What follows belongs to an exercise in optimizing a design on an open flow for small area and a short achievable clock period; a production flow would make more cautious choices. Where RTL was checked, it was by simulation tests only, not by an equivalence proof against the original. No activity file was given, so power comes from the tool's default toggle rates.

Setup of job 943:
// fairq_top
module fairq_top (
   input  logic                   clk,
   input  logic                   reset,
   input  logic                   in_wr,
   input  fairq_pkg::ctrl_t       in_ctrl,
   input  fairq_pkg::data_word_t  in_data,
   input  logic                   rd_dst_addr,
   input  fairq_pkg::queue_idx_t  dst_oq,
   input  fairq_pkg::sram_addr_t  dst_oq_high_addr,
   input  fairq_pkg::sram_addr_t  dst_oq_low_addr,
   output logic                   out_wr,
   output fairq_pkg::ctrl_t       out_ctrl,
   output fairq_pkg::data_word_t  out_data
);
   logic                      ev_open;
   logic                      ev_close;
   logic                      header_word;
   logic                      rewrite_word;
   fairq_pkg::queue_idx_t     src_queue;
   fairq_pkg::queue_idx_t     dst_queue;
   fairq_pkg::sram_addr_t     new_capacity;
   logic                      unused_cap_ge;
   logic                      clear;
   logic                      cfg_valid;
   fairq_pkg::queue_idx_t     cfg_queue;
  ...
Size in the first run: ~2400 cells after synthesis, about 700 flip-flops, ~190 I/O pins, about 0.030 sq mm of cells after synthesis.
==> flow/config.mk <==
export PLATFORM = sky130hd
export DESIGN_NAME = fairq_top
export DESIGN_NICKNAME = fairq_top
export VERILOG_FILES = /design/flow/design.v
export SDC_FILE = /design/flow/constraint.sdc
export NUM_CORES = 4
export LEC_CHECK = 0
export CAP_MARGIN = 20
export CORE_MARGIN = 2
export CORE_UTILIZATION = 40
export CTS_CLUSTER_DIAMETER = 180
export CTS_CLUSTER_SIZE = 26
export SLEW_MARGIN = 20
==> flow/constraint.sdc <==
create_clock -name core_clock -period 8.5 [get_ports {clk}]
set_input_delay 1.7000 -clock core_clock [delete_from_list [all_inputs] [get_ports {clk}]]
set_output_delay 1.7000 -clock core_clock [all_outputs]
set_load 0.01 [all_outputs]
standard.sh (not shown) runs the stock make flow with config.mk's settings and CLKGATE_MAP_FILE= SYNTH_SCRIPT=/design/flow/synth_recipe.tcl, a recipe that flattens the netlist after the stock synthesis.
==> flow/flow/run.sh <==
#!/bin/bash
# The standard layout (standard.sh, unchanged synthesis and steps) with two
# knobs the flow settings cannot reach: port buffers are buf_1 cells instead
# of the default delay cells, and timing repair aims for a larger setup slack.
# make's output goes to flow.log here; each ORFS step keeps its own log under
# orfs/logs/.
set -euo pipefail
export BUFFER_PORTS_ARGS="-buffer_cell sky130_fd_sc_hd__buf_1"
export SETUP_SLACK_MARGIN=5
bash standard.sh > flow.log 2>&1
Job 943: no failed stages, no open violations at the end
The inputs of job 6229 differ from those of job 943 as listed below.
- CTS_CLUSTER_SIZE: 26 -> unset
- CTS_CLUSTER_DIAMETER: 180 -> unset
==> flow/flow/run.sh <==
#!/bin/bash
# The standard layout (standard.sh, unchanged synthesis and steps) with two
# knobs the flow settings cannot reach: port buffers are buf_2 cells instead
# of the default delay cells, and timing repair aims for a larger setup slack.
# make's output goes to flow.log here; each ORFS step keeps its own log under
# orfs/logs/.
set -euo pipefail
export BUFFER_PORTS_ARGS="-buffer_cell sky130_fd_sc_hd__buf_2"
export SETUP_SLACK_MARGIN=5
bash standard.sh > flow.log 2>&1
In the metrics for job 6229 and job 943, the one carrying the lower total power is job 943. There was hardly any difference in fraction of met1 tracks used by global routing between job 943 and job 6229. Sort job 6229 and job 943 by fraction of layout instances using a drive strength above 1, descending, and job 6229 comes first. Diff job 6229 and job 943: setup slack higher in job 943.
> inputs changed (job 6229 -> job 8048)
- CTS_CLUSTER_DIAMETER: unset -> 150
- CTS_CLUSTER_SIZE: unset -> 20
-- flow/flow/run.sh --
<<< job 6229, line 8
export BUFFER_PORTS_ARGS="-buffer_cell sky130_fd_sc_hd__buf_2"
export SETUP_SLACK_MARGIN=5
bash standard.sh > flow.log 2>&1
>>> job 8048, line 8
export BUFFER_PORTS_ARGS="-buffer_cell sky130_fd_sc_hd__buf_2"
export SETUP_SLACK_MARGIN=5.3
bash standard.sh > flow.log 2>&1
[summary]
The sequential cell area share was comparable across job 6229 and job 8048. Synthesized instance count: job 6229 vs job 8048, no meaningful difference. The final layout net count of job 8048 is higher than that of job 6229.


Setup of old:
fairq_top, a different RTL version from the one above (not shown whole).
For scale: about 3700 cells after synthesis, about 540 flip-flops, ~190 I/O pins.
Settings: LEC_CHECK=0, ABC_CLOCK_PERIOD_IN_PS=3500, CAP_MARGIN=20, CORE_MARGIN=2, CORE_UTILIZATION=40, SETUP_SLACK_MARGIN=4.5, SLEW_MARGIN=20; clock period 8.5 ns.
run.sh (not shown) runs the stock make flow with config.mk's settings and CLKGATE_MAP_FILE= SYNTH_SCRIPT=/design/flow/synth_recipe.tcl, a recipe that flattens the netlist after the stock synthesis.
Stock flow here: none of the scripts above is used.
What new does differently from old at the input level:
# old
export LEC_CHECK = 0
export ABC_CLOCK_PERIOD_IN_PS = 3500
export CAP_MARGIN = 20
export CORE_MARGIN = 2
export CORE_UTILIZATION = 40
export SETUP_SLACK_MARGIN = 4.5
export SLEW_MARGIN = 20
create_clock -name core_clock -period 8.5 [get_ports {clk}]
# new
export LEC_CHECK = 0
export CAP_MARGIN = 20
export CORE_MARGIN = 2
export CORE_UTILIZATION = 40
export SLEW_MARGIN = 20
create_clock -name core_clock -period 8.5 [get_ports {clk}]
--- outcome ---
- new: PASS, flow complete, no timing, DRC or antenna violations
- Number of fill cells (higher): new
- old reports its cell with the biggest individual delay on the critical path as or4_4 while new reports or4_1.
- Run comparison: old uppermost signal routing layer after detailed routing met4; new uppermost signal routing layer after detailed routing met5
- Via count (old / new): 1.05
- Diff old..new | count of nets left with antenna violations after detail routing | negligible
- The first-pass GRT wire length of new was superior to that of old.
- Between new and old, it is new whose cell count is lower, by 3.5%.
Function was not checked in any run of this note: the RTL went through the layout flow alone.


fairq_top with an RTL version that a note above also has.
Size: about 700 flip-flops, about 190 I/O pins.
clock: 8.5 ns
lec_check: 0
cap_margin: 20
core_margin: 2
core_utilization: 60
cts_cluster_diameter: 150
cts_cluster_size: 20
slew_margin: 20
standard.sh (not shown) runs the stock make flow with config.mk's settings and CLKGATE_MAP_FILE= SYNTH_SCRIPT=/design/flow/synth_recipe.tcl, a recipe that flattens the netlist after the stock synthesis.
==> flow/flow/run.sh <==
#!/bin/bash
# The standard layout (standard.sh, unchanged synthesis and steps) with two
# knobs the flow settings cannot reach: port buffers are buf_2 cells instead
# of the default delay cells, and timing repair aims for a larger setup slack.
# make's output goes to flow.log here; each ORFS step keeps its own log under
# orfs/logs/.
set -euo pipefail
export BUFFER_PORTS_ARGS="-buffer_cell sky130_fd_sc_hd__buf_2"
export SETUP_SLACK_MARGIN=5
bash standard.sh > flow.log 2>&1
The first run completed with no timing, DRC or antenna violations.
Next try:
- CORE_UTILIZATION: 60 -> 40
After rerunning:
- power is about the same
- die area rose by well over a third
- first-iteration DRC count fell by a few percent
- via count barely changes

==> what the ideal ports hide <==
The flow's constraints put no driver on any port. The routed layouts listed below were extracted and timed again, unchanged, in two steps.
Step 1 sets driving cells, clkbuf_16 on the clock port and buf_2 on the other inputs (assumed; they add their load-dependent delay and slew).
Step 2 adds t to the input delays and takes it off the output delays; t is the mean of the earliest and latest rising clock arrival at the registers after step 1. Input paths then give back, and output paths get back, about the clock's delay inside the block.
a / b / c = no drivers / after step 1 / after step 2; a / b = the first two.
run | t (ns) | setup slack, ns | hold WS [ns] | clock arrival spread, ns | worst register clock-pin slew, ns
job 943 | 0.686 | 5.092 / 5.129 / 4.443 | 0.494 / 0.494 / 0.494 | 0.028 / 0.029 | 0.12 / 0.12
job 6229 | 0.679 | 5.031 / 5.073 / 4.394 | 0.481 / 0.481 / 0.481 | 0.023 / 0.022 | 0.06 / 0.06
job 8048 | 0.657 | 5.170 / 5.192 / 4.535 | 0.479 / 0.479 / 0.479 | 0.029 / 0.028 | 0.10 / 0.10
old | 0.677 | 0.952 / 0.952 / 0.950 | 0.453 / 0.453 / 0.453 | 0.029 / 0.029 | 0.07 / 0.07
new | 0.690 | 0.450 / 0.450 / -0.058 | 0.451 / 0.451 / 0.451 | 0.023 / 0.023 | 0.07 / 0.07
the first run of note 3 | 0.644 | 4.984 / 5.016 / 4.372 | 0.484 / 0.484 / 0.484 | 0.030 / 0.030 | 0.10 / 0.10
the second run of note 3 | 0.641 | 5.027 / 5.065 / 4.425 | 0.487 / 0.487 / 0.487 | 0.041 / 0.041 | 0.09 / 0.09
With both steps, setup timing fails in new, where it was met with ideal ports. The setup slack of job 943, which loses most, moves by +0.037 ns with the drivers and by -0.649 ns with both steps.
